Background: an optimization exercise with open tools, aiming at a short achievable clock period and few clock cycles per item. Do not read the settings as production practice.
At most, simulation tests tie the RTL to the original design; equivalence was not proved.
For runs 1, 2, 4 and 5, only the layout was checked, not whether the RTL still works.
Power is estimated from default activity; no workload was simulated.

==> flow/design.v <==
package lc4_pkg;
  typedef enum logic [3:0] {
    OP_BR    = 4'h0,
    OP_ARITH = 4'h1,
    OP_LOGIC = 4'h5,
    OP_LDR   = 4'h6,
    OP_STR   = 4'h7,
    OP_CONST = 4'h9,
    OP_JMP   = 4'hc
  } opcode_e;
  typedef enum logic [2:0] {
    ALU_ADD,       
    ALU_SUB,
    ALU_AND,
    ALU_PASS_IMM,  
    ALU_ADDR       
  } alu_op_e;
  typedef struct packed {
    logic [2:0] rd;
    logic [2:0] rs;
    logic [2:0] rt;
    logic       rs_re;
    logic       rt_re;      
    logic       rf_we;      
    logic       is_load;
    logic       is_store;
    logic       is_branch;
    logic       is_jump;
    alu_op_e    alu_op;
    logic [2:0] br_nzp;
  } ctrl_t;
  typedef struct packed {
    logic        valid;
    logic [15:0] pc;
    logic [15:0] insn;
    ctrl_t       ctrl;
    logic [15:0] imm;
    logic [15:0] rs_data;
    logic [15:0] rt_data;
  } dx_t;
  typedef struct packed {
    logic        valid;
    logic [15:0] pc;
    logic [15:0] insn;
    ctrl_t       ctrl;
    logic [15:0] result;      
    logic [2:0]  nzp;
    logic [15:0] store_data;
  } xm_t;
  typedef struct packed {
    logic        valid;
    logic [15:0] pc;
    logic [15:0] insn;
    ctrl_t       ctrl;
    logic [15:0] result;      
    logic [2:0]  nzp;         
  } mw_t;
  typedef struct packed {
    logic        we;
    logic [15:0] addr;
    logic [15:0] wdata;
  } dmem_req_t;
  typedef struct packed {
    logic        valid;
    logic [15:0] pc;
    logic [15:0] insn;
    logic        rf_we;
    logic [2:0]  wsel;
    logic [15:0] wdata;
    logic        nzp_we;
    logic [2:0]  nzp;
  } trace_t;
  function automatic logic [2:0] nzp_of(input logic [15:0] value);
    nzp_of = {value[15], value == 16'h0000, !value[15] && (value != 16'h0000)};
  endfunction
endpackage
`timescale 1ns/1ps
module lc4_decoder (
  input  logic [15:0]    i_insn,
  output lc4_pkg::ctrl_t o_ctrl,
  output logic [15:0]    o_imm
);
  always_comb begin
    o_ctrl        = '0;             
    o_ctrl.alu_op = lc4_pkg::ALU_ADD;
    o_ctrl.rd     = i_insn[11:9];
    o_ctrl.rs     = i_insn[8:6];
    o_ctrl.rt     = i_insn[2:0];
    o_imm         = '0;
    case (i_insn[15:12])
      lc4_pkg::OP_BR: begin
        o_ctrl.is_branch = 1'b1;
        o_ctrl.br_nzp    = i_insn[11:9];               
        o_imm            = {{7{i_insn[8]}}, i_insn[8:0]};
      end
      lc4_pkg::OP_ARITH: begin
        if (i_insn[5]) begin                           
          o_ctrl.rs_re = 1'b1;
          o_ctrl.rf_we = 1'b1;
          o_imm        = {{11{i_insn[4]}}, i_insn[4:0]};
        end else if (i_insn[5:3] == 3'b000 || i_insn[5:3] == 3'b010) begin
          o_ctrl.rs_re  = 1'b1;
          o_ctrl.rt_re  = 1'b1;
          o_ctrl.rf_we  = 1'b1;
          o_ctrl.alu_op = i_insn[4] ? lc4_pkg::ALU_SUB : lc4_pkg::ALU_ADD;
        end
      end
      lc4_pkg::OP_LOGIC: begin
        if (i_insn[5]) begin                           
          o_ctrl.rs_re  = 1'b1;
          o_ctrl.rf_we  = 1'b1;
          o_ctrl.alu_op = lc4_pkg::ALU_AND;
          o_imm         = {{11{i_insn[4]}}, i_insn[4:0]};
        end else if (i_insn[5:3] == 3'b000) begin
          o_ctrl.rs_re  = 1'b1;
          o_ctrl.rt_re  = 1'b1;
          o_ctrl.rf_we  = 1'b1;
          o_ctrl.alu_op = lc4_pkg::ALU_AND;
        end
      end
      lc4_pkg::OP_LDR: begin
        o_ctrl.rs_re   = 1'b1;                         
        o_ctrl.rf_we   = 1'b1;
        o_ctrl.is_load = 1'b1;
        o_ctrl.alu_op  = lc4_pkg::ALU_ADDR;
        o_imm          = {{10{i_insn[5]}}, i_insn[5:0]};
      end
      lc4_pkg::OP_STR: begin
        o_ctrl.rs_re    = 1'b1;
        o_ctrl.rt_re    = 1'b1;
        o_ctrl.rt       = i_insn[11:9];                
        o_ctrl.is_store = 1'b1;
        o_ctrl.alu_op   = lc4_pkg::ALU_ADDR;
        o_imm           = {{10{i_insn[5]}}, i_insn[5:0]};
      end
      lc4_pkg::OP_CONST: begin
        o_ctrl.rf_we  = 1'b1;
        o_ctrl.alu_op = lc4_pkg::ALU_PASS_IMM;
        o_imm         = {{7{i_insn[8]}}, i_insn[8:0]};
      end
      lc4_pkg::OP_JMP: begin
        if (i_insn[11]) begin                          
          o_ctrl.is_jump = 1'b1;
          o_imm          = {{5{i_insn[10]}}, i_insn[10:0]};
        end
      end
      default: ;
    endcase
  end
endmodule
`timescale 1ns/1ps
module lc4_regfile (
  input  logic                   gwe,
  input  logic                   i_reset,
  input  logic [2:0]             i_rs_sel,
  input  logic [2:0]             i_rt_sel,
  output logic [16-1:0] o_rs_data,
  output logic [16-1:0] o_rt_data,
  input  logic [2:0]             i_wsel,
  input  logic [16-1:0] i_wdata,
  input  logic                   i_we,
  input  logic [2:0]             i_nzp,
  input  logic                   i_nzp_we,
  output logic [2:0]             o_nzp
);
  logic [16-1:0] regs [8];
  logic [2:0]             nzp_q;
  always_ff @(posedge gwe) begin
    if (i_reset) begin
      for (int i = 0; i < 8; i++) regs[i] <= '0;
    end else if (i_we) begin
      regs[i_wsel] <= i_wdata;
    end
  end
  always_ff @(posedge gwe) begin
    if (i_reset) begin
      nzp_q <= 3'b000;
    end else if (i_nzp_we) begin
      nzp_q <= i_nzp;
    end
  end
  assign o_rs_data = (i_we && i_wsel == i_rs_sel) ? i_wdata : regs[i_rs_sel];
  assign o_rt_data = (i_we && i_wsel == i_rt_sel) ? i_wdata : regs[i_rt_sel];
  assign o_nzp     = nzp_q;
endmodule
`timescale 1ns/1ps
module lc4_execute (
  input  lc4_pkg::dx_t           i_dx,
  input  lc4_pkg::xm_t           i_xm,         
  input  logic [2:0]             i_mw_wsel,
  input  logic                   i_mw_we,
  input  logic [16-1:0] i_mw_result,
  input  logic [2:0]             i_mw_nzp,
  input  logic [2:0]             i_nzp,        
  output logic [16-1:0] o_result,
  output logic [2:0]             o_nzp,
  output logic [16-1:0] o_store_data,
  output logic                   o_redirect,
  output logic [16-1:0] o_target
);
  logic                   m_we;
  logic [16-1:0] a_op;
  logic [16-1:0] rt_val;
  logic [16-1:0] b_op;
  logic [2:0]             br_src;
  logic                   taken;
  function automatic logic [16-1:0] pick(input logic [2:0] sel,
                                                  input logic [16-1:0] rdata);
    if (m_we && i_xm.ctrl.rd == sel) begin
      pick = i_xm.result;
    end else if (i_mw_we && i_mw_wsel == sel) begin
      pick = i_mw_result;
    end else begin
      pick = rdata;
    end
  endfunction
  assign m_we   = i_xm.valid && i_xm.ctrl.rf_we;
  always_comb begin
    a_op   = pick(i_dx.ctrl.rs, i_dx.rs_data);
    rt_val = pick(i_dx.ctrl.rt, i_dx.rt_data);
  end
  assign b_op   = i_dx.ctrl.rt_re ? rt_val : i_dx.imm;    
  always_comb begin
    case (i_dx.ctrl.alu_op)
      lc4_pkg::ALU_SUB:      o_result = a_op - b_op;
      lc4_pkg::ALU_AND:      o_result = a_op & b_op;
      lc4_pkg::ALU_PASS_IMM: o_result = i_dx.imm;
      lc4_pkg::ALU_ADDR:     o_result = a_op + i_dx.imm;    
      default:               o_result = a_op + b_op;
    endcase
  end
  assign o_nzp        = lc4_pkg::nzp_of(o_result);
  assign o_store_data = rt_val;                             
  always_comb begin
    if (m_we) begin
      br_src = i_xm.nzp;
    end else if (i_mw_we) begin
      br_src = i_mw_nzp;
    end else begin
      br_src = i_nzp;
    end
  end
  assign taken      = |(i_dx.ctrl.br_nzp & br_src);
  assign o_redirect = i_dx.valid && ((i_dx.ctrl.is_branch && taken) || i_dx.ctrl.is_jump);
  assign o_target   = i_dx.pc + 16'd1 + i_dx.imm;           
endmodule
`timescale 1ns/1ps
module lc4_core (
  input  logic                   gwe,
  input  logic                   i_reset,
  output logic [16-1:0] o_imem_addr,
  input  logic [16-1:0] i_imem_data,
  output logic                   o_dmem_we,
  output logic [16-1:0] o_dmem_addr,
  output logic [16-1:0] o_dmem_wdata,
  input  logic [16-1:0] i_dmem_rdata,
  output logic                   o_trace_valid,
  output logic [16-1:0] o_trace_pc,
  output logic [16-1:0] o_trace_insn,
  output logic                   o_trace_rf_we,
  output logic [2:0]             o_trace_wsel,
  output logic [16-1:0] o_trace_wdata,
  output logic                   o_trace_nzp_we,
  output logic [2:0]             o_trace_nzp
);
  function automatic logic [2:0] nzp_of(input logic [15:0] v);
    nzp_of = {v[15], v == 16'h0000, !v[15] && (v != 16'h0000)};
  endfunction
  logic [15:0] pc_q;
  localparam int NB = 8;
  logic        btb_v   [NB];
  logic [15:0] btb_tag [NB];
  logic [15:0] btb_tgt [NB];
  logic [1:0]  btb_ctr [NB];
  logic [2:0]  btb_ptr;
  logic        u_en;
  logic        u_taken;
  logic        u_jmp;
  logic [15:0] u_pc;
  logic [15:0] u_tgt;
  logic        fd_valid;
  logic [15:0] fd_pc;
  logic [15:0] fd_insn;
  logic        fd_pt;        
  logic [15:0] fd_pc1;
  logic [15:0] fd_rsv;       
  logic [15:0] fd_rtv;       
  logic [15:0] fd_rdv;
  logic        fd_aw, fd_at;   
  logic        fd_bw, fd_bt;
  logic        fd_cw, fd_ct;
  logic        dx_valid;
  logic [15:0] dx_pc;
  logic [15:0] dx_insn;
  logic [2:0]  dx_rd;
  logic        dx_we;        
  logic        dx_ld;
  logic        dx_sub;
  logic        dx_and;
  logic        dx_const;
  logic        dx_rt_re;
  logic        dx_fwd_a;     
  logic        dx_fwd_b;     
  logic [15:0] dx_rs;
  logic [15:0] dx_rt;
  logic [15:0] dx_imm;
  logic        dx_mwe;       
  logic [15:0] dx_addr;
  logic [15:0] dx_wdata;
  logic        dx_br;        
  logic        dx_jmp;       
  logic [2:0]  dx_mask;
  logic        dx_pt;        
  logic [15:0] dx_target;
  logic [15:0] dx_pc1;
  logic        w_valid;
  logic        w_wr;
  logic [2:0]  w_rd;
  logic [15:0] w_res;
  logic [15:0] w_pc;
  logic [15:0] w_insn;
  logic [15:0] rf [8];
  logic [2:0]  nzp_q;
  logic        t_valid;
  logic [15:0] t_pc;
  logic [15:0] t_insn;
  logic        t_we;
  logic [2:0]  t_rd;
  logic [15:0] t_res;
  logic [2:0]  t_nzp;
  logic rst_q;
  always_ff @(posedge gwe) rst_q <= i_reset;
  logic        f_pt;
  logic [15:0] f_tgt;
  logic [15:0] pc_next;
  logic [15:0] f_pc1;
  logic [2:0]  f_rs, f_rt, f_rd;
  logic [15:0] d_a, d_b, d_c;
  logic [15:0] d_rs_val, d_rt_val;
  logic        x_mispred;
  logic [15:0] x_fix_pc;
  logic        d_redir;
  logic [15:0] d_redir_pc;
  logic        d_stall;
  logic [15:0] x_a, x_b, x_sum, x_result;
  logic [2:0]  x_nzp;
  logic        x_taken;
  assign o_imem_addr = pc_q;
  lc4_add16 u_pc_inc (.i_a(pc_q), .i_b(16'd0), .i_c(1'b1), .o_s(f_pc1));
  assign f_rs = i_imem_data[8:6];
  assign f_rt = i_imem_data[2:0];
  assign f_rd = i_imem_data[11:9];
  always_comb begin
    f_pt  = 1'b0;
    f_tgt = 16'h0000;
    for (int i = 0; i < NB; i++) begin
      if (btb_v[i] && btb_ctr[i][1] && btb_tag[i] == pc_q) begin
        f_pt  = 1'b1;
        f_tgt = f_tgt | btb_tgt[i];
      end
    end
  end
  always_comb begin
    if (x_mispred)     pc_next = x_fix_pc;
    else if (d_redir)  pc_next = d_redir_pc;
    else if (d_stall)  pc_next = pc_q;
    else if (f_pt)     pc_next = f_tgt;
    else               pc_next = f_pc1;
  end
  always_ff @(posedge gwe) begin
    if (i_reset) begin
      pc_q     <= 16'h8200;
      fd_valid <= 1'b0;
    end else begin
      pc_q <= pc_next;
      if (x_mispred || d_redir) fd_valid <= 1'b0;
      else if (!d_stall)        fd_valid <= 1'b1;
    end
  end
  always_ff @(posedge gwe) begin
    if (!d_stall) begin
      fd_pc    <= pc_q;
      fd_insn  <= i_imem_data;
      fd_pt    <= f_pt;
      fd_pc1   <= f_pc1;
    end
  end
  always_ff @(posedge gwe) begin
    if (d_stall) begin
      fd_rsv <= d_a;
      fd_rtv <= d_b;
      fd_rdv <= d_c;
      fd_aw  <= dx_we && (dx_rd == fd_insn[8:6]);
      fd_bw  <= dx_we && (dx_rd == fd_insn[2:0]);
      fd_cw  <= dx_we && (dx_rd == fd_insn[11:9]);
      fd_at  <= 1'b0;
      fd_bt  <= 1'b0;
      fd_ct  <= 1'b0;
    end else begin
      fd_rsv <= rf[f_rs];
      fd_rtv <= rf[f_rt];
      fd_rdv <= rf[f_rd];
      fd_aw  <= dx_we && (dx_rd == f_rs);
      fd_bw  <= dx_we && (dx_rd == f_rt);
      fd_cw  <= dx_we && (dx_rd == f_rd);
      fd_at  <= w_wr && (w_rd == f_rs);
      fd_bt  <= w_wr && (w_rd == f_rt);
      fd_ct  <= w_wr && (w_rd == f_rd);
    end
  end
  logic [NB-1:0] u_hit;
  always_ff @(posedge gwe) begin
    for (int i = 0; i < NB; i++) u_hit[i] <= btb_v[i] && (btb_tag[i] == dx_pc);
  end
  always_ff @(posedge gwe) begin
    if (rst_q) begin
      for (int i = 0; i < NB; i++) begin
        btb_v[i]   <= 1'b0;
        btb_ctr[i] <= 2'b00;
      end
      btb_ptr <= '0;
    end else if (u_en) begin
      if (|u_hit) begin
        for (int i = 0; i < NB; i++) begin
          if (u_hit[i]) begin
            if (u_jmp)                                btb_ctr[i] <= 2'b11;
            else if (u_taken && btb_ctr[i] != 2'b11)  btb_ctr[i] <= btb_ctr[i] + 2'd1;
            else if (!u_taken && btb_ctr[i] != 2'b00) btb_ctr[i] <= btb_ctr[i] - 2'd1;
          end
        end
      end else if (u_taken) begin
        btb_v[btb_ptr]   <= 1'b1;
        btb_ctr[btb_ptr] <= u_jmp ? 2'b11 : 2'b10;
        btb_ptr          <= btb_ptr + 3'd1;
      end
    end
  end
  always_ff @(posedge gwe) begin
    if (u_en && !(|u_hit) && u_taken) begin
      btb_tag[btb_ptr] <= u_pc;
      btb_tgt[btb_ptr] <= u_tgt;
    end
  end
  logic [3:0]  d_op;
  logic        d_br_any, d_jmp_any;
  logic        d_add_rr, d_sub_rr, d_add_ri, d_and_rr, d_and_ri;
  logic        d_ld, d_st, d_const;
  logic        d_we, d_rs_re, d_rt_re;
  logic [2:0]  d_rs, d_rt, d_rd;
  logic [15:0] d_imm;
  logic        d_br, d_jmp;
  logic        d_want;
  logic [15:0] d_pc1, d_target, d_off, d_addr;
  assign d_op      = fd_insn[15:12];
  assign d_br_any  = (d_op == 4'h0);
  assign d_jmp_any = (d_op == 4'hc) && fd_insn[11];
  assign d_add_rr  = (d_op == 4'h1) && (fd_insn[5:3] == 3'b000);
  assign d_sub_rr  = (d_op == 4'h1) && (fd_insn[5:3] == 3'b010);
  assign d_add_ri  = (d_op == 4'h1) && fd_insn[5];
  assign d_and_rr  = (d_op == 4'h5) && (fd_insn[5:3] == 3'b000);
  assign d_and_ri  = (d_op == 4'h5) && fd_insn[5];
  assign d_ld      = (d_op == 4'h6);
  assign d_st      = (d_op == 4'h7);
  assign d_const   = (d_op == 4'h9);
  assign d_we      = d_add_rr || d_sub_rr || d_add_ri || d_and_rr || d_and_ri || d_ld || d_const;
  assign d_rt_re   = d_add_rr || d_sub_rr || d_and_rr;
  assign d_rs_re   = d_rt_re || d_add_ri || d_and_ri || d_ld || d_st;
  assign d_rd      = fd_insn[11:9];
  assign d_rs      = fd_insn[8:6];
  assign d_rt      = d_st ? fd_insn[11:9] : fd_insn[2:0];
  always_comb begin
    if (d_const)           d_imm = {{7{fd_insn[8]}}, fd_insn[8:0]};
    else if (d_ld || d_st) d_imm = {{10{fd_insn[5]}}, fd_insn[5:0]};
    else                   d_imm = {{11{fd_insn[4]}}, fd_insn[4:0]};
  end
  always_comb begin
    d_a = fd_aw ? w_res : (fd_at ? t_res : fd_rsv);
    d_b = fd_bw ? w_res : (fd_bt ? t_res : fd_rtv);
    d_c = fd_cw ? w_res : (fd_ct ? t_res : fd_rdv);
  end
  assign d_rs_val = d_a;
  assign d_rt_val = d_st ? d_c : d_b;
  logic d_fwd_st;
  assign d_stall  = fd_valid && dx_we && (d_ld || d_st) && (dx_rd == d_rs);
  assign d_fwd_st = dx_we && (dx_rd == d_rt);
  assign d_br   = d_br_any && (fd_insn[11:9] != 3'b000) && (fd_insn[8:0] != 9'h000);
  assign d_jmp  = d_jmp_any && (fd_insn[10:0] != 11'h000);
  assign d_off  = d_jmp_any ? {{5{fd_insn[10]}}, fd_insn[10:0]} : {{7{fd_insn[8]}}, fd_insn[8:0]};
  assign d_pc1  = fd_pc1;
  lc4_add16 u_target (.i_a(fd_pc1), .i_b(d_off), .i_c(1'b0), .o_s(d_target));
  logic d_btb_good, d_known, d_taken, d_pt;
  assign d_btb_good = fd_pt;
  assign d_known    = !dx_we;
  assign d_taken    = |(fd_insn[11:9] & x_nzp);
  assign d_want     = d_jmp || (d_br && fd_insn[8]);
  assign d_pt       = (d_br && d_known) ? d_taken : (d_btb_good || d_want);
  assign d_redir    = fd_valid && !d_stall && (d_pt ? !d_btb_good : fd_pt);
  assign d_redir_pc = d_pt ? d_target : d_pc1;
  lc4_add16 u_agu (.i_a(d_rs_val), .i_b(d_imm), .i_c(1'b0), .o_s(d_addr));
  always_ff @(posedge gwe) begin
    if (rst_q) begin
      dx_valid <= 1'b0;
      dx_we    <= 1'b0;
    end else begin
      dx_valid <= fd_valid && !x_mispred && !d_stall;
      dx_we    <= fd_valid && !x_mispred && !d_stall && d_we;
    end
  end
  always_ff @(posedge gwe) begin
    if (i_reset) dx_mwe <= 1'b0;
    else         dx_mwe <= fd_valid && !x_mispred && !d_stall && d_st;
  end
  always_ff @(posedge gwe) begin
    dx_pc     <= fd_pc;
    dx_insn   <= fd_insn;
    dx_rd     <= d_rd;
    dx_ld     <= d_ld;
    dx_sub    <= d_sub_rr;
    dx_and    <= d_and_rr || d_and_ri;
    dx_const  <= d_const;
    dx_rt_re  <= d_rt_re;
    dx_fwd_a  <= dx_valid && dx_we && (dx_rd == d_rs);
    dx_fwd_b  <= dx_valid && dx_we && (dx_rd == d_rt);
    dx_rs     <= d_rs_val;
    dx_rt     <= d_rt_val;
    dx_imm    <= d_imm;
    dx_addr   <= d_addr;
    dx_wdata  <= d_fwd_st ? x_result : d_rt_val;
    dx_br     <= d_br;
    dx_jmp    <= d_jmp;
    dx_mask   <= fd_insn[11:9];
    dx_pt     <= d_pt;
    dx_target <= d_target;
    dx_pc1    <= d_pc1;
  end
  assign x_a   = dx_fwd_a ? w_res : dx_rs;
  assign x_b   = dx_rt_re ? (dx_fwd_b ? w_res : dx_rt) : dx_imm;
  lc4_add16 u_alu (.i_a(x_a), .i_b(dx_sub ? ~x_b : x_b), .i_c(dx_sub), .o_s(x_sum));
  always_comb begin
    if (dx_ld)         x_result = i_dmem_rdata;
    else if (dx_const) x_result = dx_imm;
    else if (dx_and)   x_result = x_a & x_b;
    else               x_result = x_sum;
  end
  assign x_nzp     = w_wr ? nzp_of(w_res) : nzp_q;
  assign x_taken   = |(dx_mask & x_nzp);
  assign x_mispred = dx_valid && dx_br && (x_taken != dx_pt);
  assign x_fix_pc  = x_taken ? dx_target : dx_pc1;
  assign o_dmem_we    = dx_mwe;
  assign o_dmem_addr  = dx_addr;
  assign o_dmem_wdata = dx_wdata;
  always_ff @(posedge gwe) begin
    if (rst_q) begin
      u_en <= 1'b0;
    end else begin
      u_en <= dx_valid && (dx_jmp || dx_br);
    end
  end
  always_ff @(posedge gwe) begin
    u_pc    <= dx_pc;
    u_tgt   <= dx_target;
    u_jmp   <= dx_jmp;
    u_taken <= dx_jmp || x_taken;
  end
  always_ff @(posedge gwe) begin
    if (rst_q) begin
      w_valid <= 1'b0;
      w_wr    <= 1'b0;
    end else begin
      w_valid <= dx_valid;
      w_wr    <= dx_valid && dx_we;
    end
  end
  always_ff @(posedge gwe) begin
    w_rd   <= dx_rd;
    w_res  <= x_result;
    w_pc   <= dx_pc;
    w_insn <= dx_insn;
  end
  always_ff @(posedge gwe) begin
    if (w_wr) rf[w_rd] <= w_res;
  end
  always_ff @(posedge gwe) begin
    if (rst_q)     nzp_q <= 3'b000;
    else if (w_wr) nzp_q <= nzp_of(w_res);
  end
  always_ff @(posedge gwe) begin
    if (i_reset) t_valid <= 1'b0;
    else         t_valid <= w_valid;
  end
  always_ff @(posedge gwe) begin
    if (rst_q) t_we <= 1'b0;
    else       t_we <= w_wr;
  end
  always_ff @(posedge gwe) begin
    t_pc   <= w_pc;
    t_insn <= w_insn;
    t_rd   <= w_rd;
    t_res  <= w_res;
    t_nzp  <= nzp_of(w_res);
  end
  assign o_trace_valid  = t_valid;
  assign o_trace_pc     = t_pc;
  assign o_trace_insn   = t_insn;
  assign o_trace_rf_we  = t_we;
  assign o_trace_wsel   = t_rd;
  assign o_trace_wdata  = t_res;
  assign o_trace_nzp_we = t_we;
  assign o_trace_nzp    = t_nzp;
endmodule
module lc4_add16 (
  input  logic [15:0] i_a,
  input  logic [15:0] i_b,
  input  logic        i_c,
  output logic [15:0] o_s
);
  logic [15:0] p0, g0;
  logic [15:0] p1, g1, p2, g2, p3, g3, p4, g4;
  logic [15:0] c;
  always_comb begin
    p0 = i_a ^ i_b;
    g0 = i_a & i_b;
    g0[0] = (i_a[0] & i_b[0]) | (p0[0] & i_c);
    for (int i = 0; i < 16; i++) begin
      if (i >= 1) begin g1[i] = g0[i] | (p0[i] & g0[i-1]); p1[i] = p0[i] & p0[i-1]; end
      else        begin g1[i] = g0[i];                      p1[i] = p0[i]; end
    end
    for (int i = 0; i < 16; i++) begin
      if (i >= 2) begin g2[i] = g1[i] | (p1[i] & g1[i-2]); p2[i] = p1[i] & p1[i-2]; end
      else        begin g2[i] = g1[i];                      p2[i] = p1[i]; end
    end
    for (int i = 0; i < 16; i++) begin
      if (i >= 4) begin g3[i] = g2[i] | (p2[i] & g2[i-4]); p3[i] = p2[i] & p2[i-4]; end
      else        begin g3[i] = g2[i];                      p3[i] = p2[i]; end
    end
    for (int i = 0; i < 16; i++) begin
      if (i >= 8) begin g4[i] = g3[i] | (p3[i] & g3[i-8]); p4[i] = p3[i] & p3[i-8]; end
      else        begin g4[i] = g3[i];                      p4[i] = p3[i]; end
    end
    c[0] = i_c;
    for (int i = 1; i < 16; i++) c[i] = g4[i-1];
    o_s = p0 ^ c;
  end
endmodule
==> flow/flow/run.sh <==
#!/bin/bash
# The standard layout, with Yosys's full-adder extraction turned off so
# that ABC maps the adders' carry logic itself instead of chaining full- and
# half-adder cells. Everything else, synthesis included, is the standard flow.
set -euo pipefail
bash standard.sh ADDER_MAP_FILE= finish > flow_standard.log 2>&1
==> flow/standard.sh <==
#!/bin/bash
# synth_recipe.tcl (not shown) runs the flow's synth.tcl, then flattens the netlist and writes it again
# the make line also repeats each setting of config.mk as NAME=value (left out here)
make -C /OpenROAD-flow-scripts/flow DESIGN_CONFIG=/design/flow/config.mk WORK_HOME=/design/flow/orfs CLKGATE_MAP_FILE= SYNTH_SCRIPT=/design/flow/synth_recipe.tcl "${@:-finish}"
==> flow/config.mk <==
export PLATFORM = sky130hd
export DESIGN_NAME = lc4_core
export DESIGN_NICKNAME = lc4_core
export VERILOG_FILES = /design/flow/design.v
export SDC_FILE = /design/flow/constraint.sdc
export NUM_CORES = 4
export LEC_CHECK = 0
export CAP_MARGIN = 20
export CORE_MARGIN = 2
export CORE_UTILIZATION = 40
export SETUP_SLACK_MARGIN = 4.6
export SLEW_MARGIN = 20
export TNS_END_PERCENT = 100
==> flow/constraint.sdc <==
create_clock -name core_clock -period 7.5 [get_ports {gwe}]
set_input_delay 1.5000 -clock core_clock [delete_from_list [all_inputs] [get_ports {gwe}]]
set_output_delay 1.5000 -clock core_clock [all_outputs]
set_load 0.01 [all_outputs]
==> results of run 1 <==
==> through the flow <==
| stage | worst slack, ns | instance area [um2] | cells | utilization, % | power, mW |
|---|---|---|---|---|---|
| after CTS | 4.01 | 45000 | 4469 | 50.1 | 10.9 |
| final | 3.86 | 45700 | 4516 | 50.9 | 10.9 |
| after global placement | 3.28 | 39100 | 4123 | 43.6 | 6.28 |
| after detailed placement | 3.29 | 39100 | 4123 | 43.6 | 6.30 |
| after floorplan | 4.24 | 36600 | 2927 | - | 5.80 |
| after global routing | 3.78 | 45700 | 4515 | 50.9 | 11.2 |
==> cells in the mapped netlist, types with 62 or more instances <==
cell and count:
xor2_1 165, o21ai_0 90, a21oi_1 159, dfxtp_1 368, a211oi_1 62, mux4_2 96
mux2i_1 147, edfxtp_1 441, clkbuf_1 129, xnor2_1 211, nand2_1 170, nor2_1 163
==> worst paths after layout <==
check                                         start                   to  depth (start not counted)
worst max-delay path               dx_fwd_b$_DFF_P_  dx_wdata[7]$_DFF_P_                         16
worst min-delay path            dx_insn[14]$_DFF_P_   w_insn[14]$_DFF_P_                          0
worst max register to register     dx_fwd_b$_DFF_P_  dx_wdata[7]$_DFF_P_                         16
worst min register to register  dx_insn[14]$_DFF_P_   w_insn[14]$_DFF_P_                          0
==> cells by family (layout without fill, tap and decap cells) <==
| kind of cell | Yosys count | in the layout |
|---|---|---|
| AO/OA/AOI/OAI | 556 | 557 |
| XOR/XNOR | 376 | 376 |
| AND/OR/NAND/NOR | 670 | 674 |
| flip-flops | 809 | 809 |
| other | 0 | 1 |
| adder cells (fa/ha/maj) | 17 | 17 |
| multiplexers | 284 | 284 |
| buffers and inverters | 215 | 622 |
==> power by group through the flow <==
stage | Combinational (mW) | Sequential (mW) | Clock (mW)
floorplan | 0.613 | 5.19 | 0
global placement | 0.943 | 5.33 | 0
detailed placement | 0.953 | 5.34 | 0
CTS | 1.14 | 5.25 | 4.47
global route | 1.29 | 5.28 | 4.63
finish | 1.22 | 5.26 | 4.41
==> layout make-up <==
cell class	count	area (um2)
clock buffers	121	2530
multi-input cells	1908	16200
repair buffers	426	4180
clock inverters	42	422
flip-flops and latches	809	20800
well taps	1176	1470
fillers	7562	44100
inverters	33	126
diodes	1	2.50
==> what timing repair did <==
item / in CTS / in global routing
gates cloned: 9 / 2
gates resized for setup: 448 / 68
pin swaps: 83 / 68
buffers inserted: 174 / 44
setup endpoints to repair: 225 / 78
==> metal layers <==
layer	up-vias	share of wire [%]	GRT usage, %
met4	4	4.3	10.8
li1	11663	-	-
met3	298	7.9	3.90
met2	1335	47	41.3
met1	13578	41	34.7
met5	-	0.022	0
==> results_dict.tcl, run 1 <==
set metrics [dict create \
    status "no timing/DRC/antenna violations" \
    drv_cap 0 \
    critPathTopFamily "compound AO/OA/AOI/OAI gates" \
    mostFrequentLayoutCells "edfxtp_1, dfxtp_1, xnor2_1" \
    r2r_setup_slack_ns 3.86 \
    p_sw_mw 2.82 \
    rsz0062_at_grt "true" \
    hold_violations 0 \
    cp-start-kind "flop" \
    skew_ns 0.0254 \
    holdBufCountCts 0 \
    drive_gt1_share_pct 25.3 \
    port-buffer-count 139 \
    cts_root_buffer "clkbuf_16" \
    start_util_pct 40.2 \
    intPower_mw 8.07 \
    synth_top_area_share_pct 36.7 \
    drv_slew 0 \
    routed_wl_um 123000 \
    cp_slowest_cell "dfxtp_4" \
    numCtsBuffers 87 \
    worstPathRequired_ns 8.03 \
    max_stage_delay_ns 0.39 \
    place_congestion 0.924 \
    hpwl_um 75100 \
    critPathKind "reg2reg" \
    cts_buffer_depth 3 \
    p_leak_nw 16.6 \
    p_per_area_nw_per_um2 238 \
    clock-sinks 809 \
    grt_pass1_wl_um 177000 \
    slew_headroom_pct 23.8 \
    pwr-share-clk_pct 40.5 \
    setup_viol 0 \
    grt_max_degree 74 \
    yosysWarnings 2 \
    grt_usage_pct 25.7 \
    layout.nets 3299 \
    drt-initial-drc-count 2631 \
    syn_area_per_cell_um2 12.3 \
    core_area_um2 89700 \
    antenna_found_initial 7 \
    postRouteAntennaNets 0 \
    cts.htree.levels 3 \
    synthAdderAreaFrac_pct 0.489 \
    die-area_um2 92700 \
    worst_setup_path_end_kind "flop" \
    ios 140 \
    seq_area_frac_synth_pct 57.1 \
    ys_ff_latch 809 \
    synth-edff-count 441 \
    path_cells "buf_12 -> mux2i_4 -> buf_4 -> a2111oi_4 -> o221ai_1 -> o211ai_1 -> a221oi_4 -> buf_12 -> buf_8 -> o22ai_4 -> a21oi_2 -> o32ai_2 -> mux2i_1 -> o211ai_1 -> a22o_1 -> mux2_4" \
    route.vias.total 26878 \
    comb_power_share_pct 11.2 \
    area_delta_synth_final_pct 26.5 \
    die_h_um 304 \
    first_global_vias 26466 \
    worst_setup_hold_path_clk_slew_ns 0.06 \
    routedWlPerCell_um 27.1 \
    cts_tree "built" \
    hold_path_class "reg2reg" \
    worstPathArrival_ns 4.18 \
    reg_top3 "btb_tag (128), btb_tgt (128), rf (128)" \
    overflow 0 \
    synthSimpleGateAreaFrac_pct 9.15 \
    syn-cell-area_um2 36100 \
    clk_latency_ns 0.66 \
    worst_pin_slew_ns 1.14 \
    synth_xor_xnor_area_share_pct 9.12 \
    num_rows 110 \
    setup_tns_ns 0 \
    swShare_pct 25.9 \
    synthFlopType "edfxtp_1" \
    dieWidth_um 304 \
    drtPass1Iterations 5 \
    synth_top_family_by_area "multiplexers" \
    synthMuxAreaShare_pct 11.4 \
    holdWs_ns 0.326 \
    synth_compound_area_share_pct 10.4 \
    yosys-top-cells-area "edfxtp_1, dfxtp_1, mux4_2" \
    pwr-share-seq_pct 48.3 \
    path_max_fanout 5 \
    final_common_cell "edfxtp_1" \
    critPathBufInv 4 \
    syn_inst 2927 \
    fin_crit_sh_pct 48.6 \
    fmax_ghz 0.274 \
    yosysTopAreaCell "edfxtp_1" \
    async_flop_share_pct 0 \
    viasPerCell 5.95 \
    drc 0 \
    ir_worst_vdd_mv 0.162 \
    fin_crit_ns 3.64 \
    yosysUniqueCellTypes 86 \
]
==> inputs of run 2 (changes only) <==
==> flow/run.sh (new file) <==
#!/bin/bash
# synth_recipe.tcl (not shown) runs the flow's synth.tcl, then flattens the netlist and writes it again
# the make line also repeats each setting of config.mk as NAME=value (left out here)
make -C /OpenROAD-flow-scripts/flow DESIGN_CONFIG=/design/flow/config.mk WORK_HOME=/design/flow/orfs CLKGATE_MAP_FILE= SYNTH_SCRIPT=/design/flow/synth_recipe.tcl finish
removed: flow/flow/run.sh
removed: flow/standard.sh
==> run 2 against run 1 <==
  * Non-clock buffer count decreased by 54
  * Critical path depth decreased by 3
  * Worst hold slack got worse by 0.0045 ns
  * Sequential share of layout area increased by 1.6 points
  * Synthesized area decreased by 0.88%
  * Register-to-register slack improved by 0.28 ns
  * Clock-buffer cell count decreased by 8
  * Combinational power about the same
  * Synthesized cell count decreased by 4.4%
  * Cell count decreased by 4.0%
  * Worst setup slack improved by 0.28 ns
==> results_dict.tcl, run 2 <==
set metrics [dict create \
    core_area_um2 88500 \
    synthAdderAreaFrac_pct 2.34 \
    grt_pass1_wl_um 167000 \
    route.vias.total 24816 \
    yosysUniqueCellTypes 85 \
    drtPass1Iterations 6 \
    dieWidth_um 303 \
    syn_area_per_cell_um2 12.8 \
    worst_pin_slew_ns 0.906 \
    path_max_fanout 7 \
    final_common_cell "edfxtp_1" \
    area_delta_synth_final_pct 23.2 \
    layout.nets 3196 \
    syn_inst 2798 \
    synth_top_family_by_area "multiplexers" \
    hold_violations 0 \
    routedWlPerCell_um 26.8 \
    rsz0062_at_grt "true" \
    p_leak_nw 16.0 \
    yosysWarnings 2 \
    worstPathRequired_ns 8.04 \
    yosys-top-cells-area "edfxtp_1, dfxtp_1, mux4_2" \
    first_global_vias 24797 \
    ir_worst_vdd_mv 0.191 \
    pwr-share-clk_pct 40.0 \
    comb_power_share_pct 11.2 \
    cts_buffer_depth 3 \
    pwr-share-seq_pct 48.8 \
    die_h_um 303 \
    cts_root_buffer "clkbuf_16" \
    numCtsBuffers 88 \
    synthFlopType "edfxtp_1" \
    synth_most_common_cell "edfxtp_1" \
    status "no timing/DRC/antenna violations" \
    synth_xor_xnor_area_share_pct 8.51 \
    viasPerCell 5.72 \
    async_flop_share_pct 0 \
    synth-edff-count 441 \
    num_rows 109 \
    synthMuxAreaShare_pct 11.0 \
    critPathKind "reg2reg" \
    worst_setup_hold_path_clk_slew_ns 0.06 \
    start_util_pct 40.4 \
    antenna_found_initial 4 \
    clock-sinks 809 \
    reg_top3 "btb_tag (128), btb_tgt (128), rf (128)" \
    drv_slew 0 \
    port-buffer-count 139 \
    p_per_area_nw_per_um2 248 \
    setup_tns_ns 0 \
    drt-initial-drc-count 2214 \
    postRouteAntennaNets 0 \
    seq_area_frac_synth_pct 57.6 \
    hpwl_um 72100 \
    setup_viol 0 \
    grt_max_degree 98 \
    cts_tree "built" \
    multiInputGateArea_um2 15200 \
    routed_wl_um 116000 \
    drv_cap 0 \
    holdWs_ns 0.321 \
    hold_path_class "reg2reg" \
    fin_crit_sh_pct 44.8 \
    cts.htree.levels 3 \
    place_congestion 0.900 \
    worstPathArrival_ns 3.90 \
    ys_ff_latch 809 \
    drc 0 \
    cp-start-kind "flop" \
    ios 140 \
    synth_compound_area_share_pct 9.04 \
    skew_ns 0.0316 \
    ff_latch_area_um2 20700 \
    intPower_mw 8.10 \
    synth_top_area_share_pct 37.0 \
    yosysTopAreaCell "edfxtp_1" \
    syn-cell-area_um2 35800 \
    fin_crit_ns 3.36 \
    synthSimpleGateAreaFrac_pct 8.60 \
    fillers 7585 \
    power_mw 10.9 \
    clk_latency_ns 0.66 \
    design_area_um2 44100 \
    dpl_cell_area_um2 38600 \
    grt_usage_pct 24.9 \
    drive_gt1_share_pct 24.3 \
    swShare_pct 25.8 \
    overflow 0 \
    yosys-top-cells-count "edfxtp_1, dfxtp_1, xnor2_1, nand2_1, a21oi_1" \
    holdBufCountCts 0 \
    slew_headroom_pct 37.9 \
    fmax_ghz 0.297 \
    die-area_um2 91900 \
    p_sw_mw 2.82 \
    worst_setup_path_end_kind "flop" \
    mostFrequentLayoutCells "edfxtp_1, dfxtp_1, xnor2_1" \
]
run 2: cell types whose count changed after synthesis, sizes merged, moves of 17 or more:
cell    delta
clkbuf    -35
buf       +19
maj3      -17
o21ai     -22
nand2     -21
xor2      -64
inv       +35
nor2      -36
ha        +62
nor3      -22
a21oi     -23
xnor2     +35
a211oi    -21
run 2: worst max-delay path, stage by stage, from the launching register on:
cell      delay, ns
dfxtp_4        0.45
buf_4          0.20
mux2i_2        0.26
nand2_1        0.07
o21ai_1        0.14
xnor2_1        0.15
ha_2           0.32
a21o_1         0.16
a21o_1         0.22
o41a_1         0.45
a221oi_2       0.31
xnor2_1        0.15
o21ai_1        0.10
mux2_2         0.26
run 2: worst paths after layout:
path | start | end | slack, ns | cells past startpoint
worst max-delay path | dx_fwd_b$_DFF_P_ | dx_wdata[14]$_DFF_P_ | 4.14 | 13
worst min-delay path | dx_target[4]$_DFF_P_ | u_tgt[4]$_DFF_P_ | 0.32 | 0
worst max register to register | dx_fwd_b$_DFF_P_ | dx_wdata[14]$_DFF_P_ | 4.14 | 13
worst min register to register | dx_target[4]$_DFF_P_ | u_tgt[4]$_DFF_P_ | 0.32 | 0
run 2: repair_timing:
action                     4_1_cts  5_1_grt
buffers inserted               111       47
gates cloned                     4        1
resized for setup              376      150
pin swaps                       66       94
setup endpoints to repair      248       58
run 2: per-layer routing:
| metal | global-route usage [%] | vias up | share of wire [%] |
|---|---|---|---|
| li1 | - | 10996 | - |
| met1 | 32.6 | 12611 | 41 |
| met2 | 41.9 | 998 | 49 |
| met3 | 3.68 | 211 | 5.9 |
| met4 | 9.42 | 0 | 3.9 |
| met5 | 0 | - | 0 |
run 2: final cells by class:
type                    instances  area share (%)
clock inverters                50            1.12
clock buffers                 113            5.44
multi-input cells            1757            34.5
inverters                      69           0.599
diodes                          1         0.00568
repair buffers                372            8.05
flip-flops and latches        809            47.0
well taps                    1165            3.31
run 2: cell families (layout without fill, tap and decap cells):
group	count (synthesis)	in the layout
AOI/OAI and AO/OA	477	477
xor gates and xnor gates	347	347
adders and majority gates	65	65
buffers and inverters	235	604
DFF	809	809
muxes	270	270
other	0	1
and+or+nand+nor	595	598
run 2: metrics by stage:
stage | std cells | setup WS (ns) | utilization [%]
4_1_cts | 4287 | 4.15 | 48.7
2_1_floorplan | 2798 | 4.40 | -
5_1_grt | 4335 | 3.94 | 49.8
3_3_place_gp | 4009 | 3.20 | 43.6
6_report | 4336 | 4.14 | 49.8
3_5_place_dp | 4009 | 3.45 | 43.6
run 2: power groups by stage:
stage	registers, mW	logic [mW]	clock network (mW)
2_1_floorplan	5.27	0.608	0
3_3_place_gp	5.41	1.02	0
3_5_place_dp	5.42	1.04	0
4_1_cts	5.34	1.10	4.43
5_1_grt	5.35	1.30	4.63
6_report	5.33	1.22	4.37
==> inputs of run 3 (changes only) <==
--- a/flow/design.v
+++ b/flow/design.v
@@ -348,3 +348,3 @@
   assign o_imem_addr = pc_q;
-  lc4_add16 u_pc_inc (.i_a(pc_q), .i_b(16'd0), .i_c(1'b1), .o_s(f_pc1));
+  assign f_pc1 = pc_q + 16'd1;
   assign f_rs = i_imem_data[8:6];
@@ -489,3 +489,3 @@
   assign d_pc1  = fd_pc1;
-  lc4_add16 u_target (.i_a(fd_pc1), .i_b(d_off), .i_c(1'b0), .o_s(d_target));
+  lc4_ks16 u_target (.i_a(fd_pc1), .i_b(d_off), .i_c(1'b0), .o_s(d_target));
   logic d_btb_good, d_known, d_taken, d_pt;
@@ -498,3 +498,3 @@
   assign d_redir_pc = d_pt ? d_target : d_pc1;
-  lc4_add16 u_agu (.i_a(d_rs_val), .i_b(d_imm), .i_c(1'b0), .o_s(d_addr));
+  lc4_ks16 u_agu (.i_a(d_rs_val), .i_b(d_imm), .i_c(1'b0), .o_s(d_addr));
   always_ff @(posedge gwe) begin
@@ -537,3 +537,3 @@
   assign x_b   = dx_rt_re ? (dx_fwd_b ? w_res : dx_rt) : dx_imm;
-  lc4_add16 u_alu (.i_a(x_a), .i_b(dx_sub ? ~x_b : x_b), .i_c(dx_sub), .o_s(x_sum));
+  lc4_ks16 u_alu (.i_a(x_a), .i_b(dx_sub ? ~x_b : x_b), .i_c(dx_sub), .o_s(x_sum));
   always_comb begin
@@ -610,3 +610,3 @@
 endmodule
-module lc4_add16 (
+module lc4_ks16 (
   input  logic [15:0] i_a,
@@ -617,28 +617,60 @@
   logic [15:0] p0, g0;
-  logic [15:0] p1, g1, p2, g2, p3, g3, p4, g4;
-  logic [15:0] c;
-  always_comb begin
-    p0 = i_a ^ i_b;
-    g0 = i_a & i_b;
-    g0[0] = (i_a[0] & i_b[0]) | (p0[0] & i_c);
-    for (int i = 0; i < 16; i++) begin
-      if (i >= 1) begin g1[i] = g0[i] | (p0[i] & g0[i-1]); p1[i] = p0[i] & p0[i-1]; end
-      else        begin g1[i] = g0[i];                      p1[i] = p0[i]; end
-    end
-    for (int i = 0; i < 16; i++) begin
-      if (i >= 2) begin g2[i] = g1[i] | (p1[i] & g1[i-2]); p2[i] = p1[i] & p1[i-2]; end
-      else        begin g2[i] = g1[i];                      p2[i] = p1[i]; end
-    end
-    for (int i = 0; i < 16; i++) begin
-      if (i >= 4) begin g3[i] = g2[i] | (p2[i] & g2[i-4]); p3[i] = p2[i] & p2[i-4]; end
-      else        begin g3[i] = g2[i];                      p3[i] = p2[i]; end
-    end
-    for (int i = 0; i < 16; i++) begin
-      if (i >= 8) begin g4[i] = g3[i] | (p3[i] & g3[i-8]); p4[i] = p3[i] & p3[i-8]; end
-      else        begin g4[i] = g3[i];                      p4[i] = p3[i]; end
+  logic [15:0] g [5];
+  logic [15:0] p [5];
+  for (genvar i = 0; i < 16; i++) begin : g_bit
+    lc4_xor2 u_p (.i_a(i_a[i]), .i_b(i_b[i]), .o_y(p0[i]));
+    lc4_and2 u_g (.i_a(i_a[i]), .i_b(i_b[i]), .o_y(g0[i]));
+  end
+  lc4_g u_c0 (.i_gh(g0[0]), .i_ph(p0[0]), .i_gl(i_c), .o_g(g[0][0]));
+  assign p[0][0] = 1'b0;
+  assign g[0][15:1] = g0[15:1];
+  assign p[0][15:1] = p0[15:1];
+  for (genvar l = 0; l < 4; l++) begin : g_lvl
+    for (genvar i = 0; i < 16; i++) begin : g_node
+      if (i >= (1 << l)) begin : g_comb
+        lc4_gp u_gp (.i_gh(g[l][i]), .i_ph(p[l][i]), .i_gl(g[l][i - (1 << l)]),
+                     .i_pl(p[l][i - (1 << l)]), .o_g(g[l+1][i]), .o_p(p[l+1][i]));
+      end else begin : g_pass
+        assign g[l+1][i] = g[l][i];
+        assign p[l+1][i] = p[l][i];
+      end
     end
-    c[0] = i_c;
-    for (int i = 1; i < 16; i++) c[i] = g4[i-1];
-    o_s = p0 ^ c;
   end
+  assign o_s[0] = p0[0] ^ i_c;
+  for (genvar i = 1; i < 16; i++) begin : g_sum
+    lc4_xor2 u_s (.i_a(p0[i]), .i_b(g[4][i-1]), .o_y(o_s[i]));
+  end
+endmodule
+module lc4_xor2 (
+  input  logic i_a,
+  input  logic i_b,
+  output logic o_y
+);
+  assign o_y = i_a ^ i_b;
+endmodule
+module lc4_and2 (
+  input  logic i_a,
+  input  logic i_b,
+  output logic o_y
+);
+  assign o_y = i_a & i_b;
+endmodule
+module lc4_g (
+  input  logic i_gh,
+  input  logic i_ph,
+  input  logic i_gl,
+  output logic o_g
+);
+  assign o_g = i_gh | (i_ph & i_gl);
+endmodule
+module lc4_gp (
+  input  logic i_gh,
+  input  logic i_ph,
+  input  logic i_gl,
+  input  logic i_pl,
+  output logic o_g,
+  output logic o_p
+);
+  assign o_g = i_gh | (i_ph & i_gl);
+  assign o_p = i_ph & i_pl;
 endmodule
--- a/flow/config.mk
+++ b/flow/config.mk
@@ -12,2 +12,3 @@
 export SLEW_MARGIN = 20
+export SYNTH_HIERARCHICAL = 1
 export TNS_END_PERCENT = 100
==> run 3 against run 2 <==
  * Via count grew 4.8%
  * Clock skew shrank 0.0011 ns
  * Synthesized area grew 2.6%
  * First-iteration DRC count grew 10%
  * Clock power grew 2%
  * Still clean
  * Register-to-register slack gained 0.26 ns
  * Cell count grew 3.6%
  * Maximum frequency grew 8.5%
  * Power grew 1.8%
  * Flip-flop and latch count is the same
  * Critical path depth grew 2
  * Global-route usage is essentially flat
==> results_dict.tcl, run 3 <==
set metrics [dict create \
    status "no timing/DRC/antenna violations" \
    p_per_area_nw_per_um2 248 \
    drtPass1Iterations 7 \
    drt-initial-drc-count 2444 \
    swShare_pct 25.8 \
    drv_slew 0 \
    clk_latency_ns 0.66 \
    worst_pin_slew_ns 1.16 \
    grt_use_met2_pct 42.8 \
    ios 140 \
    dpl.cell_count 4186 \
    min_from "dx_insn[14]$_DFF_P_" \
    overflow 0 \
    numCtsBuffers 85 \
    die_h_um 307 \
    gr-usage-met1_pct 31.2 \
    area_delta_synth_final_pct 22.4 \
    clock-sinks 809 \
    grt_usage_pct 24.9 \
    grt_max_degree 97 \
    fin_cells 4492 \
    layout.nets 3283 \
    worst_setup_path_end_kind "flop" \
    grt_pass1_wl_um 173000 \
    r2r_setup_slack_ns 4.40 \
    drive_gt1_share_pct 22.0 \
    hold_violations 0 \
    syn_inst 2955 \
    slew_headroom_pct 22.7 \
    post-place-ws_ns 3.73 \
    holdWs_ns 0.321 \
    start_util_pct 40.2 \
    skew_ns 0.0305 \
    holdPathEnd "w_insn[14]$_DFF_P_" \
    cts_tree "built" \
    hold_path_class "reg2reg" \
    setup_viol 0 \
    worstPathArrival_ns 3.62 \
    power_mw 11.1 \
    grt.busiest_layer "met2" \
    comb_power_share_pct 11.4 \
    cts_buffer_depth 3 \
    worstPathRequired_ns 8.02 \
    rr_startpoint "dx_fwd_b$_DFF_P_" \
    fin_util_pct 49.2 \
    cts_root_buffer "clkbuf_16" \
    pwr-share-clk_pct 40.0 \
    dieWidth_um 307 \
    fin_crit_sh_pct 41.3 \
    cts.htree.levels 3 \
    route.vias.total 26011 \
    path_max_fanout 5 \
    ff2ff_path_depth 15 \
    reg2reg_to "dx_wdata[13]$_DFF_P_" \
    viasPerCell 5.79 \
    die-area_um2 94200 \
    fmax_ghz 0.323 \
    drc 0 \
    port-buffer-count 139 \
    critPathKind "reg2reg" \
    first_global_vias 25981 \
    reg_top3 "btb_tag (128), btb_tgt (128), rf (128)" \
    routedWlPerCell_um 26.7 \
    postRouteAntennaNets 0 \
    num_rows 111 \
    syn_area_per_cell_um2 12.4 \
    p_sw_mw 2.87 \
    dpl_cell_area_um2 39400 \
    place_congestion 0.885 \
    p_leak_nw 17.2 \
    final_common_cell "edfxtp_1" \
    routed_wl_um 120000 \
    fin_crit_ns 3.10 \
    syn-cell-area_um2 36700 \
    pwr-share-seq_pct 48.7 \
    hpwl_um 77300 \
    worstHoldPathCells 0 \
    rsz0062_at_grt "true" \
    grtUsageMet3_pct 3.76 \
    mostFrequentLayoutCells "edfxtp_1, dfxtp_1, xnor2_1" \
    core_area_um2 91200 \
    design_area_um2 44900 \
    intPower_mw 8.25 \
    finalWorstSetupSlack_ns 4.40 \
    antenna_found_initial 4 \
    fillers 7961 \
    worst_setup_hold_path_clk_slew_ns 0.06 \
    setup_tns_ns 0 \
    ir_worst_vdd_mv 0.182 \
    cp-start-kind "flop" \
    drv_cap 0 \
    yosysWarnings 12 \
]
## run 3: area by class of cell
type	instances	area [um2]	share of cell area [%]
clock buffers	121	2470	5.50
diodes	3	7.51	0.0167
multi-input cells	1951	16200	36.2
well taps	1186	1480	3.30
inverters	34	174	0.387
repair buffers	350	3310	7.38
flip-flops and latches	809	20700	46.2
clock inverters	38	479	1.07
## run 3: power groups by stage
stage / Sequential, mW / Clock [mW] / Combinational (mW)
6_report: 5.41 / 4.44 / 1.26
5_1_grt: 5.44 / 4.68 / 1.35
4_1_cts: 5.39 / 4.50 / 1.20
3_5_place_dp: 5.48 / 0 / 1.15
3_3_place_gp: 5.47 / 0 / 1.14
2_1_floorplan: 5.32 / 0 / 0.674
## run 3: how the worst max path moves through the flow
stage,from,to,slack (ns),cells after the start
floorplan,u_hit[4]$_DFF_P_,btb_ctr[0][0]$_DFFE_PP_,4.08,8
global placement,dx_fwd_b$_DFF_P_,dx_wdata[8]$_DFF_P_,3.71,14
detailed placement,dx_fwd_b$_DFF_P_,dx_wdata[8]$_DFF_P_,3.73,14
CTS,dx_fwd_b$_DFF_P_,dx_wdata[8]$_DFF_P_,4.37,15
global route,dx_fwd_b$_DFF_P_,dx_wdata[13]$_DFF_P_,4.23,15
finish,dx_fwd_b$_DFF_P_,dx_wdata[13]$_DFF_P_,4.40,15
## run 3: worst max-delay path: stages (launching register included)
cell and delay, ns:
dfxtp_4 0.43, buf_4 0.13, mux2i_1 0.18, nand2_1 0.10, o21ai_2 0.09, xnor2_1 0.20, xor2_2 0.16, and2_4 0.19
a21o_1 0.18, a21o_1 0.17, a21o_1 0.22, xor2_1 0.15, a21oi_1 0.15, o21ai_1 0.12, a22o_1 0.23, mux2_2 0.26
## run 3: repair_timing
item                       4_1_cts  5_1_grt
hold endpoints to repair         0        0
cloned                           3        1
pin swaps                       65       68
setup endpoints to repair      501      249
hold buffers                     0        0
gates resized for setup        351      148
buffers inserted                94       46
## run 3: per-layer routing
metal  wire length (um)  part of all wire [%]
met1              46600                    39
met2              58900                    49
met3               8610                   7.2
met4               5880                   4.9
met5                  0                     0
Testbench counts of run 3, summed over its fixed seeds: cycles 22,231, insns 20,801.
==> inputs of run 4 (changes only) <==
--- a/flow/design.v
+++ b/flow/design.v
@@ -299,9 +299,6 @@
   logic        dx_and;
-  logic        dx_const;
-  logic        dx_rt_re;
   logic        dx_fwd_a;     
   logic        dx_fwd_b;     
-  logic [15:0] dx_rs;
-  logic [15:0] dx_rt;
-  logic [15:0] dx_imm;
+  logic [15:0] dx_a;         
+  logic [15:0] dx_b;         
   logic        dx_mwe;       
@@ -482,5 +479,4 @@
   assign d_rt_val = d_st ? d_c : d_b;
-  logic d_fwd_st;
-  assign d_stall  = fd_valid && dx_we && (d_ld || d_st) && (dx_rd == d_rs);
-  assign d_fwd_st = dx_we && (dx_rd == d_rt);
+  assign d_stall = fd_valid && dx_we &&
+                   (((d_ld || d_st) && (dx_rd == d_rs)) || (d_st && (dx_rd == fd_insn[11:9])));
   assign d_br   = d_br_any && (fd_insn[11:9] != 3'b000) && (fd_insn[8:0] != 9'h000);
@@ -498,3 +494,3 @@
   assign d_redir_pc = d_pt ? d_target : d_pc1;
-  lc4_ks16 u_agu (.i_a(d_rs_val), .i_b(d_imm), .i_c(1'b0), .o_s(d_addr));
+  lc4_ks16 u_agu (.i_a(d_rs_val), .i_b({{10{fd_insn[5]}}, fd_insn[5:0]}), .i_c(1'b0), .o_s(d_addr));
   always_ff @(posedge gwe) begin
@@ -519,11 +515,8 @@
     dx_and    <= d_and_rr || d_and_ri;
-    dx_const  <= d_const;
-    dx_rt_re  <= d_rt_re;
-    dx_fwd_a  <= dx_valid && dx_we && (dx_rd == d_rs);
-    dx_fwd_b  <= dx_valid && dx_we && (dx_rd == d_rt);
-    dx_rs     <= d_rs_val;
-    dx_rt     <= d_rt_val;
-    dx_imm    <= d_imm;
+    dx_fwd_a  <= dx_we && d_rs_re && (dx_rd == d_rs);
+    dx_fwd_b  <= dx_we && d_rt_re && (dx_rd == d_rt);
+    dx_a      <= d_const ? 16'h0000 : d_rs_val;
+    dx_b      <= (d_rt_re ? d_rt_val : d_imm) ^ {16{d_sub_rr}};
     dx_addr   <= d_addr;
-    dx_wdata  <= d_fwd_st ? x_result : d_rt_val;
+    dx_wdata  <= d_rt_val;
     dx_br     <= d_br;
@@ -535,10 +528,9 @@
   end
-  assign x_a   = dx_fwd_a ? w_res : dx_rs;
-  assign x_b   = dx_rt_re ? (dx_fwd_b ? w_res : dx_rt) : dx_imm;
-  lc4_ks16 u_alu (.i_a(x_a), .i_b(dx_sub ? ~x_b : x_b), .i_c(dx_sub), .o_s(x_sum));
+  assign x_a   = dx_fwd_a ? w_res : dx_a;
+  assign x_b   = dx_fwd_b ? (w_res ^ {16{dx_sub}}) : dx_b;
+  lc4_ks16 u_alu (.i_a(x_a), .i_b(x_b), .i_c(dx_sub), .o_s(x_sum));
   always_comb begin
-    if (dx_ld)         x_result = i_dmem_rdata;
-    else if (dx_const) x_result = dx_imm;
-    else if (dx_and)   x_result = x_a & x_b;
-    else               x_result = x_sum;
+    if (dx_ld)       x_result = i_dmem_rdata;
+    else if (dx_and) x_result = x_a & x_b;
+    else             x_result = x_sum;
   end
==> run 4 against run 3 <==
  * Maximum frequency down 3.3%
  * Flip-flop and latch count fell by 6
  * Clock skew rose by 0.0013 ns
  * Critical path depth did not move
  * Still clean on timing, DRC and antenna
  * Power is 2.1% lower
  * Die area shrank 0.74%
==> results_dict.tcl, run 4 <==
set metrics [dict create \
    hpwl_um 77500 \
    p_sw_mw 2.88 \
    multiInputGateArea_um2 15700 \
    wl_met3_um 8950 \
    worstPathArrival_ns 3.73 \
    cts_root_buffer "clkbuf_16" \
    drc 0 \
    rsz0062_at_grt "true" \
    slew_headroom_pct 32.1 \
    fin_crit_sh_pct 42.7 \
    worst_setup_path_end_kind "flop" \
    ff_latch_area_um2 20600 \
    start_util_pct 40.4 \
    worst_pin_slew_ns 1.02 \
    dieWidth_um 306 \
    grt_max_degree 85 \
    routed_wl_um 123000 \
    cp-start-kind "flop" \
    area_delta_synth_final_pct 19.7 \
    worst_setup_hold_path_clk_slew_ns 0.06 \
    fillers 7885 \
    drv_slew 0 \
    viasPerCell 5.89 \
    port-buffer-count 139 \
    ios 140 \
    pwr-share-clk_pct 39.5 \
    met1_length_um 48100 \
    syn_area_per_cell_um2 12.2 \
    syn-cell-area_um2 36400 \
    fmax_ghz 0.312 \
    wl_met2_um 59300 \
    reg_top3 "btb_tag (128), btb_tgt (128), rf (128)" \
    drv_cap 0 \
    route.vias.total 26279 \
    syn_inst 2985 \
    p_per_area_nw_per_um2 250 \
    antennaDiodeCount 0 \
    first_global_vias 26120 \
    clk_latency_ns 0.66 \
    drt-initial-drc-count 2853 \
    core_area_um2 90100 \
    die-area_um2 93500 \
    die_h_um 306 \
    setup_viol 0 \
    intPower_mw 8.01 \
    drive_gt1_share_pct 18.8 \
    postRouteAntennaNets 0 \
    cts_tree "built" \
    grt_pass1_wl_um 178000 \
    critPathKind "reg2reg" \
    fin_crit_ns 3.21 \
    place_congestion 0.923 \
    final_common_cell "edfxtp_1" \
    hold_violations 0 \
    numCtsBuffers 86 \
    mostFrequentLayoutCells "edfxtp_1, dfxtp_1, xnor2_1" \
    p_leak_nw 16.6 \
    ir_worst_vdd_mv 0.179 \
    worstPathRequired_ns 8.02 \
    power_mw 10.9 \
    status "no timing/DRC/antenna violations" \
    hold_path_class "reg2reg" \
    overflow 0 \
    drtPass1Iterations 6 \
    cts.htree.levels 3 \
    grt_usage_pct 25.8 \
    clock-sinks 803 \
    skew_ns 0.0318 \
    antenna_found_initial 7 \
    layout.nets 3264 \
    routedWlPerCell_um 27.6 \
    yosysWarnings 12 \
    path_max_fanout 6 \
    comb_power_share_pct 10.9 \
    cts_buffer_depth 3 \
    top_layer "met5" \
    swShare_pct 26.4 \
    num_rows 110 \
    pwr-share-seq_pct 49.5 \
    setup_tns_ns 0 \
]
[run 4: repair_timing]
item                       in CTS  in global routing
setup endpoints to repair     219                 92
setup buffers                  65                 28
pin swaps                      10                 15
gates cloned                    4                  1
resized for setup             330                 76
hold buffers                    0                  0
[run 4: final timing paths]
check	startpoint	end	slack, ns	cells after the start
max	fd_insn[13]$_DFFE_PN_	pc_q[14]$_SDFFE_PP0P_	4.29	15
min reg2reg	w_insn[7]$_DFF_P_	t_insn[7]$_DFF_P_	0.31	0
min	w_insn[7]$_DFF_P_	t_insn[7]$_DFF_P_	0.31	0
max reg2reg	fd_insn[13]$_DFFE_PN_	pc_q[14]$_SDFFE_PP0P_	4.29	15
[run 4: routing by layer]
layer	vias up	global-route usage, %
met5	-	0
met4	6	12.4
met3	335	4.33
met2	1381	43.5
met1	13158	32.2
li1	11399	-
[run 4: power groups by stage]
stage / clock (mW) / combinational (mW) / sequential [mW]
final: 4.31 / 1.19 / 5.39
after detailed placement: 0 / 1.10 / 5.46
after floorplan: 0 / 0.674 / 5.29
after global placement: 0 / 1.09 / 5.44
after CTS: 4.37 / 1.11 / 5.39
after global routing: 4.54 / 1.27 / 5.42
[run 4: layout make-up]
type	instances	area share (%)
Multi-Input combinational cell	1981	36.0
Clock buffer	117	5.65
Clock inverter	45	0.938
Tap cell	1176	3.37
Inverter	46	0.407
Timing Repair Buffer	294	6.37
Sequential cell	803	47.3
[run 4: critical path, stage by stage (launching register included)]
cell and delay, ns:
edfxtp_1 0.45, nor2_2 0.17, nand4_1 0.11, buf_6 0.16, mux2_4 0.40, and2_1 0.19
a21o_1 0.19, a21o_1 0.17, a21o_1 0.15, a21o_1 0.18, xor2_2 0.17, buf_4 0.17
nor3b_4 0.18, nor3_2 0.08, a221oi_2 0.21, a221oi_1 0.10
[run 4: through the flow]
step	worst slack (ns)	instance area [um2]	utilization [%]	hold slack [ns]	cells
final	4.29	43600	48.4	0.314	4462
after CTS	4.33	43100	47.8	0.309	4433
after global placement	3.59	39100	43.4	0.312	4201
after detailed placement	3.58	39100	43.4	0.312	4202
after floorplan	4.29	36600	-	0.310	2988
after global routing	4.15	43600	48.4	0.315	4462
==> inputs of run 5 (changes only) <==
--- a/flow/design.v
+++ b/flow/design.v
@@ -285,2 +285,4 @@
   logic [15:0] fd_pc1;
+  logic [15:0] fd_tgt9;      
+  logic [15:0] fd_tgt11;     
   logic [15:0] fd_rsv;       
@@ -332,2 +334,3 @@
   logic [15:0] pc_next;
+  logic [15:0] f_tgt9, f_tgt11;
   logic [15:0] f_pc1;
@@ -346,2 +349,6 @@
   assign f_pc1 = pc_q + 16'd1;
+  lc4_ks16 u_tgt9 (.i_a(pc_q), .i_b({{7{i_imem_data[8]}}, i_imem_data[8:0]}), .i_c(1'b1),
+                   .o_s(f_tgt9));
+  lc4_ks16 u_tgt11 (.i_a(pc_q), .i_b({{5{i_imem_data[10]}}, i_imem_data[10:0]}), .i_c(1'b1),
+                    .o_s(f_tgt11));
   assign f_rs = i_imem_data[8:6];
@@ -382,2 +389,4 @@
       fd_pc1   <= f_pc1;
+      fd_tgt9  <= f_tgt9;
+      fd_tgt11 <= f_tgt11;
     end
@@ -449,3 +458,3 @@
   logic        d_want;
-  logic [15:0] d_pc1, d_target, d_off, d_addr;
+  logic [15:0] d_pc1, d_target, d_addr;
   assign d_op      = fd_insn[15:12];
@@ -483,5 +492,4 @@
   assign d_jmp  = d_jmp_any && (fd_insn[10:0] != 11'h000);
-  assign d_off  = d_jmp_any ? {{5{fd_insn[10]}}, fd_insn[10:0]} : {{7{fd_insn[8]}}, fd_insn[8:0]};
-  assign d_pc1  = fd_pc1;
-  lc4_ks16 u_target (.i_a(fd_pc1), .i_b(d_off), .i_c(1'b0), .o_s(d_target));
+  assign d_pc1    = fd_pc1;
+  assign d_target = d_jmp_any ? fd_tgt11 : fd_tgt9;
   logic d_btb_good, d_known, d_taken, d_pt;
==> run 5 against run 4 <==
  * Register-to-register slack better by 0.28 ns
  * Cell count rose by 5.7%
  * Largest power group unchanged
  * Critical path depth fell by 4
  * Synthesized area up 5.6%
  * Core utilization shrank 0.28 points
  * Worst hold slack better by 0.0063 ns
  * Clock power up 4%
==> results_dict.tcl, run 5 <==
set metrics [dict create \
    holdBufCountCts 0 \
    path_max_fanout 17 \
    numCtsBuffers 89 \
    fin_crit_sh_pct 39.0 \
    fillers 8461 \
    holdWs_ns 0.320 \
    critPathTopFamily "simple AND/OR/NAND/NOR gates" \
    cts_buffer_depth 3 \
    drc 0 \
    setup_viol 0 \
    overflow 0 \
    design_area_um2 45800 \
    place_congestion 0.915 \
    worstPathArrival_ns 3.48 \
    num_rows 113 \
    postRouteAntennaNets 0 \
    grt_max_degree 53 \
    drtPass1Iterations 5 \
    syn_area_per_cell_um2 12.2 \
    area_delta_synth_final_pct 19.0 \
    rr_startpoint "pc_q[9]$_SDFFE_PP1P_" \
    dieWidth_um 314 \
    worst_setup_path_end_kind "flop" \
    hold_path_class "reg2reg" \
    syn-cell-area_um2 38500 \
    cp.depth 11 \
    drive_gt1_share_pct 17.7 \
    dpl.cell_count 4451 \
    first_global_vias 26539 \
    layout.nets 3426 \
    hpwl_um 79800 \
    r2r_setup_slack_ns 4.58 \
    finalWorstSetupSlack_ns 4.58 \
    cts_tree "built" \
    core_area_um2 95200 \
    worstHoldPathCells 0 \
    start_util_pct 40.4 \
    clock-sinks 835 \
    critPathKind "reg2reg" \
    max_stage_delay_ns 0.52 \
    clk_latency_ns 0.67 \
    route.vias.total 26926 \
    ff2ff_path_depth 11 \
    yosysWarnings 12 \
    fmax_ghz 0.342 \
    cts.htree.levels 3 \
    setup_tns_ns 0 \
    ir_worst_vdd_mv 0.195 \
    crit_path_start "pc_q[9]$_SDFFE_PP1P_" \
    crit_top_cell "buf_4" \
    syn_inst 3144 \
    drv_cap 0 \
    holdPathEnd "t_insn[0]$_DFF_P_" \
    antennaDiodeCount 0 \
    worst_setup_hold_path_clk_slew_ns 0.07 \
    rsz0062_at_grt "true" \
    p_per_area_nw_per_um2 245 \
    reg_top3 "btb_tag (128), btb_tgt (128), rf (128)" \
    drt-initial-drc-count 2498 \
    worst_pin_slew_ns 1.11 \
    port-buffer-count 139 \
    power_mw 11.2 \
    p_leak_nw 17.7 \
    fin_crit_ns 2.92 \
    routed_wl_um 126000 \
    mostFrequentLayoutCells "edfxtp_1, dfxtp_1, xor2_1" \
    cp_slowest_cell "or4_4" \
    fin_cells 4715 \
    cp-start-kind "flop" \
    cts_root_buffer "clkbuf_16" \
    status "no timing/DRC/antenna violations" \
    final_common_cell "edfxtp_1" \
    drv_slew 0 \
    min_from "w_insn[0]$_DFF_P_" \
    reg2reg_to "pc_q[15]$_SDFFE_PP1P_" \
    path_cells "buf_12 -> buf_4 -> buf_4 -> xor2_1 -> nor4_4 -> buf_8 -> and2_1 -> a32o_1 -> or4_4 -> a211oi_1 -> o21ai_1" \
    die-area_um2 98700 \
    fin_util_pct 48.1 \
    viasPerCell 5.71 \
    dpl_cell_area_um2 41300 \
    worstPathRequired_ns 8.05 \
    die_h_um 314 \
    antenna_found_initial 7 \
    post-place-ws_ns 3.37 \
    ios 140 \
    critPathBufInv 4 \
    slew_headroom_pct 25.6 \
    grt_pass1_wl_um 181000 \
    skew_ns 0.0399 \
    grt_usage_pct 25.1 \
    hold_violations 0 \
    routedWlPerCell_um 26.7 \
]
## run 5: power by group
part | switching [mW] | total [mW] | internal, mW
registers | 0.347 | 5.54 | 5.19
logic | 0.646 | 1.17 | 0.521
clock network | 1.92 | 4.50 | 2.58
total | 2.91 | 11.2 | 8.30
## run 5: per-layer routing
metal / part of all wire [%] / global-route usage [%]
met1: 40 / 31.7
met2: 48 / 41.8
met3: 7.1 / 4.22
met4: 5.1 / 12.0
met5: 0.047 / 0
## run 5: worst max-delay path by stage
| stage | end | slack, ns |
|---|---|---|
| finish | pc_q[15]$_SDFFE_PP1P_ | 4.58 |
| global route | pc_q[15]$_SDFFE_PP1P_ | 4.51 |
| CTS | pc_q[15]$_SDFFE_PP1P_ | 4.58 |
| detailed placement | pc_q[13]$_SDFFE_PP0P_ | 3.37 |
| global placement | pc_q[5]$_SDFFE_PP0P_ | 3.47 |
| floorplan | btb_ctr[3][0]$_DFFE_PP_ | 4.44 |
## run 5: final cells by class
type | count | area [um2] | area share (%)
clock inverters | 41 | 378 | 0.826
clock buffers | 126 | 2610 | 5.71
well taps | 1265 | 1580 | 3.46
inverters | 54 | 219 | 0.478
repair buffers | 300 | 2880 | 6.29
flip-flops and latches | 835 | 21600 | 47.2
repair inverters | 1 | 8.76 | 0.0191
multi-input cells | 2093 | 16500 | 36.1
## run 5: what timing repair did
| item | in CTS | in global routing |
|---|---|---|
| pin swaps | 5 | 13 |
| setup buffers | 58 | 34 |
| gates cloned | 4 | 1 |
| endpoints found under the setup margin | 570 | 194 |
| resized for setup | 323 | 68 |
## run 5: worst register-to-register path, stage by stage, from the launching register on
cell and delay [ns]:
dfxtp_2 0.33, buf_12 0.13, buf_4 0.14, buf_4 0.17
xor2_1 0.47, nor4_4 0.07, buf_8 0.19, and2_1 0.20
a32o_1 0.22, or4_4 0.52, a211oi_1 0.26, o21ai_1 0.11

[re-timing with driven ports]
The flow's constraints put no driver on any port. The routed layouts listed below were extracted and timed again, unchanged, in two steps. Step 1 assumes that a clkbuf_16 drives the clock port and a buf_2 every other input. Step 2 also shifts input and output timing later by t, the mid clock arrival at the registers, as if the neighbouring blocks saw the same clock. a / b / c = no drivers / after step 1 / after step 2; a / b = the first two.
run | t, ns | setup slack, ns
run 1 | 0.720 | 3.856 / 3.856 / 3.856
run 2 | 0.711 | 4.137 / 4.137 / 4.070
run 3 | 0.710 | 4.401 / 4.401 / 3.964
run 4 | 0.710 | 4.294 / 4.294 / 3.977
run 5 | 0.720 | 4.576 / 4.562 / 3.975
After both steps every run listed still meets setup and hold.
